Background: an optimization exercise with open tools, aiming at small area, a short achievable clock period and few clock cycles per item. Do not read the settings as production practice. Only simulation tests tie the RTL to the original design; equivalence was not proved. Power figures rest on the tool's default switching activity, not on a simulated workload.

## xenon
Design vector_clock_table_unit, start of the top module:
module vector_clock_table_unit
#(
    parameter int CAPACITY = 16
)
(
    input  logic                clk,
    input  logic                rst_n,
    input  logic                item_valid,
    output logic                item_ready,
    input  logic                item_mode,
    input  logic [ID_W-1:0]     item_actor_key,
    input  logic [CLOCK_W-1:0]  item_peer_clock,
    output logic                result_valid,
    input  logic                result_ready,
    output logic [STATUS_W-1:0] result_status,
    output logic [CLOCK_W-1:0]  result_clock_value,
    input  logic                cfg_wr_en,
    input  logic [ID_W-1:0]     cfg_wr_data
);
    logic                adv;
    logic                hold_next;
    logic                res_valid;
    logic [STATUS_W-1:0] res_status;
    logic [CLOCK_W-1:0]  res_clock;
    vct_datapath #(
        .CAPACITY (CAPACITY)
    ) u_datapath
    (
        .clk           (clk),
        .rst_n         (rst_n),
        .adv           (adv),
        .in_ready      (item_ready),
        .hold_next     (hold_next),
        .cfg_wr_en     (cfg_wr_en),
        .cfg_wr_data   (cfg_wr_data),
        .in_valid      (item_valid),
        .in_mode       (item_mode),
        .in_actor_key  (item_actor_key),
        .in_peer_clock (item_peer_clock),
        .res_valid     (res_valid),
        .res_status    (res_status),
        .res_clock     (res_clock)
    );
    vct_ctrl u_ctrl
    (
        .clk             (clk),
        .rst_n           (rst_n),
        .adv             (adv),
        .in_ready        (item_ready),
        .hold_next       (hold_next),
        .res_valid       (res_valid),
        .res_status      (res_status),
        .res_clock       (res_clock),
        .out_valid       (result_valid),
        .out_ready       (result_ready),
        .out_status      (result_status),
  ...
Size: about 6000 cells after synthesis, ~2500 flip-flops.
==> flow/config.mk <==
export PLATFORM = sky130hd
export DESIGN_NAME = vector_clock_table_unit
export DESIGN_NICKNAME = vector_clock_table_unit
export VERILOG_FILES = /design/flow/design.v
export SDC_FILE = /design/flow/constraint.sdc
export NUM_CORES = 4
export LEC_CHECK = 0
export CAP_MARGIN = 20
export CORE_MARGIN = 2
export CORE_UTILIZATION = 64
export CTS_CLUSTER_DIAMETER = 60
export CTS_CLUSTER_SIZE = 25
export PLACE_DENSITY = 0.75
export SETUP_SLACK_MARGIN = 3.8
export SLEW_MARGIN = 20
export TNS_END_PERCENT = 1
==> flow/constraint.sdc <==
create_clock -name core_clock -period 6.0 [get_ports {clk}]
set_input_delay 1.2000 -clock core_clock [delete_from_list [all_inputs] [get_ports {clk}]]
set_output_delay 1.2000 -clock core_clock [all_outputs]
set_load 0.01 [all_outputs]
standard.sh (not shown) runs the stock make flow with config.mk's settings and CLKGATE_MAP_FILE= SYNTH_SCRIPT=/design/flow/synth_recipe.tcl, a recipe that flattens the netlist after the stock synthesis.
==> flow/flow/run.sh <==
#!/bin/bash
set -o pipefail
cp standard.sh standard.sh.txt 2>/dev/null
export BUFFER_PORTS_ARGS="-buffer_cell sky130_fd_sc_hd__buf_4"
bash standard.sh > standard.log 2>&1
Testbench counts of xenon, summed over its fixed seeds: cycles 4,957, items 4,800.
Edits applied to the flow inputs when going from xenon to onyx:
Settings: PLACE_DENSITY: 0.75 -> 0.7; CORE_UTILIZATION: 64 -> 55; TNS_END_PERCENT: 1 -> 5; SETUP_SLACK_MARGIN: 3.8 -> 3.7.
Notes after the runs:
Ratio of cells with drive above 1 in the final layout came out higher on onyx than on xenon.
Between xenon and onyx, inserted tap cell count increased.
The peak ir drop on the vdd network of onyx is lower than that of xenon.
Comparing xenon and onyx, the higher minimum clock period is on onyx.
onyx vs. xenon: global routing usage on met2 went down by 6.9 points.
Non-clock buffer count: onyx vs xenon up 49
On onyx: setup slack is 0.0036 ns lower than what xenon gave.
Run comparison: onyx worst setup path endpoint u_datapath.clock_tab[7][34]; xenon worst setup path endpoint u_datapath.clock_tab[15][39]
Re proportion of power drawn by the clock network: xenon and onyx aren't equal, and the lower value belongs to xenon.
Delta (onyx minus xenon): part of the power in registers fell by 0.9 points; via count of the first global-routing pass shrank by 727.
Input changes introduced in amber (baseline for comparison: onyx):
Settings: a change of PLACE_DENSITY from 0.7 to 0.74; a change of SETUP_SLACK_MARGIN from 3.7 to 3.8; a change of TNS_END_PERCENT from 5 to 1; a change of CORE_UTILIZATION from 55 to 62.
[summary]
| power consumed by the clock network | amber vs onyx | about 3% lower |
amber vs onyx: fill cell instance count of the final layout down by more than 10%
Compared with onyx, amber shows a higher worst-case headroom to the max-slew limit.
There was hardly any difference in sequential power between onyx and amber.
The core of amber is more densely filled than that of onyx.
## Diff of input files: harbor against amber
Settings: a change of SETUP_SLACK_MARGIN from 3.8 to 3.1; a deleted TNS_END_PERCENT that had been 1; a change of CORE_UTILIZATION from 62 to 55; a change of PLACE_DENSITY from 0.74 to 0.7.
==> notes.md <==
Where aggregate routed wire length is concerned, amber is better than harbor.
On total overflow reported by the global router, harbor and amber are basically level.
[compare] base=amber new=harbor: total length of routed met3 wires now smaller; via count of the first global-routing pass comparable; post-placement setup slack now smaller; sequential power comparable.
Between harbor and amber, proportion of power drawn by combinational gates is lower for harbor, amber comes in above that.
--- input diff harbor..maple ---
Settings: SETUP_SLACK_MARGIN now 3.6, was 3.1; TNS_END_PERCENT now 5, previously not set; CORE_UTILIZATION now 62, was 55; PLACE_DENSITY now 0.74, was 0.7.
Between harbor and maple, the flow reports number of global-route vias before repair increasing slightly.
On maximum operating frequency, harbor and maple are basically level.
Worst setup path startpoint = u_datapath.v2: maple; worst setup path startpoint = item_actor_key[19]: harbor
Compared with harbor, maple is the more power-hungry design.
Route | maple vs harbor | wire longer in maple
Summary of maple over harbor: overall die area now sits lower, global routing usage summed across all routing layers now sits higher, buffers plus inverters on the worst setup path now sits lower, floorplan die width now sits lower.
Summary — multi-input gate share of the layout cell area, maple relative to harbor: higher, by 0.38 points.
On maple: number of clock buffers in the layout is 4 lower than what harbor gave.


## run 1
The RTL this note starts from:
==> flow/design.v <==
package vct_pkg;
    localparam int ID_W     = 64;
    localparam int CLOCK_W  = 64;
    localparam int STATUS_W = 2;
    localparam logic [STATUS_W-1:0] ST_OK         = 2'd0;
    localparam logic [STATUS_W-1:0] ST_NOT_FOUND  = 2'd1;
    localparam logic [STATUS_W-1:0] ST_TABLE_FULL = 2'd2;
    localparam logic MODE_TICK  = 1'b0;
    localparam logic MODE_MERGE = 1'b1;
endpackage
import vct_pkg::*;
module vct_ctrl
(
    input  logic                clk,
    input  logic                rst_n,
    output logic                adv,
    output logic                in_ready,
    input  logic                res_valid,
    input  logic [STATUS_W-1:0] res_status,
    input  logic [CLOCK_W-1:0]  res_clock,
    output logic                out_valid,
    input  logic                out_ready,
    output logic [STATUS_W-1:0] out_status,
    output logic [CLOCK_W-1:0]  out_clock_value
);
    logic                out_v;
    logic [STATUS_W-1:0] out_st;
    logic [CLOCK_W-1:0]  out_clk;
    logic                skid_v;
    logic [STATUS_W-1:0] skid_st;
    logic [CLOCK_W-1:0]  skid_clk;
    logic                ready_reg;
    logic                adv_reg;
    logic push;
    logic out_free;
    logic skid_v_next;
    assign push     = adv_reg && res_valid;
    assign out_free = !out_v || out_ready;
    always_comb
    begin
        if (skid_v)
        begin
            skid_v_next = !out_free;
        end
        else
        begin
            skid_v_next = push && !out_free;
        end
    end
    always_ff @(posedge clk or negedge rst_n)
    begin
        if (!rst_n)
        begin
            out_v     <= 1'b0;
            skid_v    <= 1'b0;
            ready_reg <= 1'b1;
            adv_reg   <= 1'b1;
        end
        else
        begin
            if (out_free)
            begin
                out_v <= skid_v || push;
            end
            skid_v    <= skid_v_next;
            ready_reg <= !skid_v_next;
            adv_reg   <= !skid_v_next;
        end
    end
    always_ff @(posedge clk)
    begin
        if (out_free)
        begin
            out_st  <= skid_v ? skid_st  : res_status;
            out_clk <= skid_v ? skid_clk : res_clock;
        end
        if (!skid_v)
        begin
            skid_st  <= res_status;
            skid_clk <= res_clock;
        end
    end
    assign adv             = adv_reg;
    assign in_ready        = ready_reg;
    assign out_valid       = out_v;
    assign out_status      = out_st;
    assign out_clock_value = out_clk;
endmodule
import vct_pkg::*;
module vct_datapath
#(
    parameter int CAPACITY = 16
)
(
    input  logic                clk,
    input  logic                rst_n,
    input  logic                adv,
    input  logic                cfg_wr_en,
    input  logic [ID_W-1:0]     cfg_wr_data,
    input  logic                in_valid,
    input  logic                in_mode,
    input  logic [ID_W-1:0]     in_actor_key,
    input  logic [CLOCK_W-1:0]  in_peer_clock,
    output logic                res_valid,
    output logic [STATUS_W-1:0] res_status,
    output logic [CLOCK_W-1:0]  res_clock
);
    logic [ID_W-1:0]     own_id;
    logic [ID_W-1:0]     actor_tab [CAPACITY];
    logic [CLOCK_W-1:0]  clock_tab [CAPACITY];
    logic [CAPACITY-1:0] occ;
    logic                zero0;
    logic                v0;
    logic                m0;
    logic [ID_W-1:0]     k0;
    logic [CLOCK_W-1:0]  p0;
    logic                v2;
    logic                m2;
    logic                wr2;
    logic [STATUS_W-1:0] st2;
    logic [CAPACITY-1:0] rsel2;
    logic [CAPACITY-1:0] wsel2;
    logic [CLOCK_W-1:0]  p2;
    logic                v3;
    logic                m3;
    logic                inc3;
    logic                same3;
    logic [STATUS_W-1:0] st3;
    logic [CAPACITY-1:0] wsel3;
    logic [CLOCK_W-1:0]  p3;
    logic [CLOCK_W-1:0]  c3;
    logic                v4;
    logic [STATUS_W-1:0] st4;
    logic [CAPACITY-1:0] wsel4;
    logic [CLOCK_W-1:0]  n4;
    always_ff @(posedge clk or negedge rst_n)
    begin
        if (!rst_n)
        begin
            v0 <= 1'b0;
        end
        else if (adv)
        begin
            v0 <= in_valid;
        end
    end
    always_ff @(posedge clk)
    begin
        if (adv)
        begin
            m0 <= in_mode;
            k0 <= in_actor_key;
            p0 <= in_peer_clock;
        end
    end
    logic [CAPACITY-1:0] match;
    logic [CAPACITY-1:0] free_slot;
    logic                hit1;
    logic                full1;
    logic                ins1;
    logic                wr1;
    logic [STATUS_W-1:0] st1;
    always_comb
    begin
        for (int i = 0; i < CAPACITY; i++)
        begin
            if (i == 0)
            begin
                match[i]     = (own_id == k0);
                free_slot[i] = 1'b0;
            end
            else
            begin
                match[i]     = occ[i] && (actor_tab[i] == k0);
                free_slot[i] = occ[i-1] && !occ[i];
            end
        end
    end
    assign hit1  = |match;
    assign full1 = occ[CAPACITY-1];
    assign ins1  = v0 && (m0 == MODE_MERGE) && !hit1 && !full1;
    assign wr1   = v0 && (hit1 || ((m0 == MODE_MERGE) && !full1));
    assign st1   = hit1                ? ST_OK :
                   (m0 == MODE_TICK)   ? ST_NOT_FOUND :
                   full1               ? ST_TABLE_FULL : ST_OK;
    always_ff @(posedge clk)
    begin
        for (int i = 1; i < CAPACITY; i++)
        begin
            if (free_slot[i])
            begin
                actor_tab[i] <= k0;
            end
        end
    end
    always_ff @(posedge clk or negedge rst_n)
    begin
        if (!rst_n)
        begin
            own_id <= '0;
            occ    <= CAPACITY'(1);
        end
        else if (cfg_wr_en)
        begin
            own_id <= cfg_wr_data;
            occ    <= CAPACITY'(1);
        end
        else if (adv && ins1)
        begin
            occ <= occ | free_slot;
        end
    end
    always_ff @(posedge clk or negedge rst_n)
    begin
        if (!rst_n)
        begin
            v2    <= 1'b0;
            wsel2 <= '0;
        end
        else if (adv)
        begin
            v2    <= v0;
            wsel2 <= wr1 ? (match | (ins1 ? free_slot : '0)) : '0;
        end
    end
    always_ff @(posedge clk)
    begin
        if (adv)
        begin
            m2    <= m0;
            wr2   <= wr1;
            st2   <= st1;
            rsel2 <= v0 ? match : '0;
            p2    <= p0;
        end
    end
    logic [CLOCK_W-1:0]  rd2;
    logic                fwd2;
    always_comb
    begin
        rd2 = '0;
        for (int i = 0; i < CAPACITY; i++)
        begin
            if (i == 0)
            begin
                rd2 = rd2 | ((rsel2[i] && !zero0) ? clock_tab[i] : '0);
            end
            else
            begin
                rd2 = rd2 | (rsel2[i] ? clock_tab[i] : '0);
            end
        end
    end
    assign fwd2 = |(rsel2 & wsel4);
    always_ff @(posedge clk or negedge rst_n)
    begin
        if (!rst_n)
        begin
            v3    <= 1'b0;
            wsel3 <= '0;
        end
        else if (adv)
        begin
            v3    <= v2;
            wsel3 <= wsel2;
        end
    end
    always_ff @(posedge clk)
    begin
        if (adv)
        begin
            m3    <= m2;
            inc3  <= wr2;
            same3 <= |(rsel2 & wsel3);
            st3   <= st2;
            p3    <= wr2 ? p2 : '0;
            c3    <= fwd2 ? n4 : rd2;
        end
    end
    logic [CLOCK_W-1:0]  cur3;
    logic [CLOCK_W-1:0]  new3;
    assign cur3 = same3 ? n4 : c3;
    always_comb
    begin
        if (m3 == MODE_TICK)
        begin
            new3 = cur3 + CLOCK_W'(inc3);
        end
        else
        begin
            new3 = (p3 > cur3) ? p3 : cur3;
        end
    end
    always_ff @(posedge clk or negedge rst_n)
    begin
        if (!rst_n)
        begin
            v4    <= 1'b0;
            wsel4 <= '0;
        end
        else if (adv)
        begin
            v4    <= v3;
            wsel4 <= wsel3;
        end
    end
    always_ff @(posedge clk)
    begin
        if (adv)
        begin
            st4   <= st3;
            n4    <= new3;
        end
    end
    always_ff @(posedge clk)
    begin
        for (int i = 0; i < CAPACITY; i++)
        begin
            if (wsel4[i])
            begin
                clock_tab[i] <= n4;
            end
        end
    end
    always_ff @(posedge clk or negedge rst_n)
    begin
        if (!rst_n)
        begin
            zero0 <= 1'b1;
        end
        else if (cfg_wr_en)
        begin
            zero0 <= 1'b1;
        end
        else if (wsel4[0])
        begin
            zero0 <= 1'b0;
        end
    end
    assign res_valid  = v4;
    assign res_status = st4;
    assign res_clock  = n4;
endmodule
import vct_pkg::*;
module vector_clock_table_unit
#(
    parameter int CAPACITY = 16
)
(
    input  logic                clk,
    input  logic                rst_n,
    input  logic                item_valid,
    output logic                item_ready,
    input  logic                item_mode,
    input  logic [ID_W-1:0]     item_actor_key,
    input  logic [CLOCK_W-1:0]  item_peer_clock,
    output logic                result_valid,
    input  logic                result_ready,
    output logic [STATUS_W-1:0] result_status,
    output logic [CLOCK_W-1:0]  result_clock_value,
    input  logic                cfg_wr_en,
    input  logic [ID_W-1:0]     cfg_wr_data
);
    logic                adv;
    logic                res_valid;
    logic [STATUS_W-1:0] res_status;
    logic [CLOCK_W-1:0]  res_clock;
    vct_datapath #(
        .CAPACITY (CAPACITY)
    ) u_datapath
    (
        .clk           (clk),
        .rst_n         (rst_n),
        .adv           (adv),
        .cfg_wr_en     (cfg_wr_en),
        .cfg_wr_data   (cfg_wr_data),
        .in_valid      (item_valid),
        .in_mode       (item_mode),
        .in_actor_key  (item_actor_key),
        .in_peer_clock (item_peer_clock),
        .res_valid     (res_valid),
        .res_status    (res_status),
        .res_clock     (res_clock)
    );
    vct_ctrl u_ctrl
    (
        .clk             (clk),
        .rst_n           (rst_n),
        .adv             (adv),
        .in_ready        (item_ready),
        .res_valid       (res_valid),
        .res_status      (res_status),
        .res_clock       (res_clock),
        .out_valid       (result_valid),
        .out_ready       (result_ready),
        .out_status      (result_status),
        .out_clock_value (result_clock_value)
    );
endmodule
Settings: LEC_CHECK=0, ABC_CLOCK_PERIOD_IN_PS=2200, CAP_MARGIN=20, CORE_MARGIN=2, CORE_UTILIZATION=40, PLACE_DENSITY=0.6, SETUP_SLACK_MARGIN=3.6, SLEW_MARGIN=20; clock period 6.0 ns.
run.sh (not shown) runs the stock make flow with config.mk's settings and CLKGATE_MAP_FILE= SYNTH_SCRIPT=/design/flow/synth_recipe.tcl, a recipe that flattens the netlist after the stock synthesis.
Stock flow here: none of the scripts above is used.
Testbench counts of run 1, summed over its fixed seeds: cycles 4,840, items 4,800.
Edits applied to the flow inputs when going from run 1 to run 3:
- clearing ABC_CLOCK_PERIOD_IN_PS, which used to be 2200
- swapping 3.6 for 0.4 in SETUP_SLACK_MARGIN
## What came out
Looking at final non-filler cell area, run 3 sits about 6.6% lower than run 1 does. Run 3 has less setup slack than run 1. Post-CTS setup repair buffer count (run 3 over run 1): decrease, 286.

[port drivers added, routing unchanged]
How much do the figures lean on ideal ports? The routed layouts below were timed once more, with nothing changed but the port constraints. Step 1 (the two cells are an assumption about what drives the block):
set clk [get_ports {clk}]
set_driving_cell -lib_cell sky130_fd_sc_hd__clkbuf_16 $clk
set_driving_cell -lib_cell sky130_fd_sc_hd__buf_2 [delete_from_list [all_inputs] $clk]
Step 2 also shifts input and output timing later by t, the mid clock arrival at the registers, as if the neighbouring blocks saw the same clock. Slacks: ideal ports / drivers / drivers and shift; pairs: ideal ports / drivers.
run	shift t [ns]	slack for setup (ns)	latest minus earliest clock arrival (ns)
xenon	0.891	2.997 / 2.997 / 2.163	0.053 / 0.053
onyx	0.920	2.993 / 2.993 / 2.291	0.049 / 0.049
amber	0.896	3.038 / 3.085 / 2.196	0.038 / 0.038
harbor	0.912	3.012 / 3.014 / 2.134	0.058 / 0.059
maple	0.895	3.020 / 3.020 / 2.326	0.053 / 0.053
run 1	0.945	2.200 / 2.200 / 2.200	0.083 / 0.083
run 3	1.011	0.870 / 0.870 / 0.870	0.130 / 0.130
After both steps setup and hold are still met in every run listed. For harbor, which loses most, drivers alone change the setup slack by +0.002 ns; drivers and shift together by -0.878 ns.
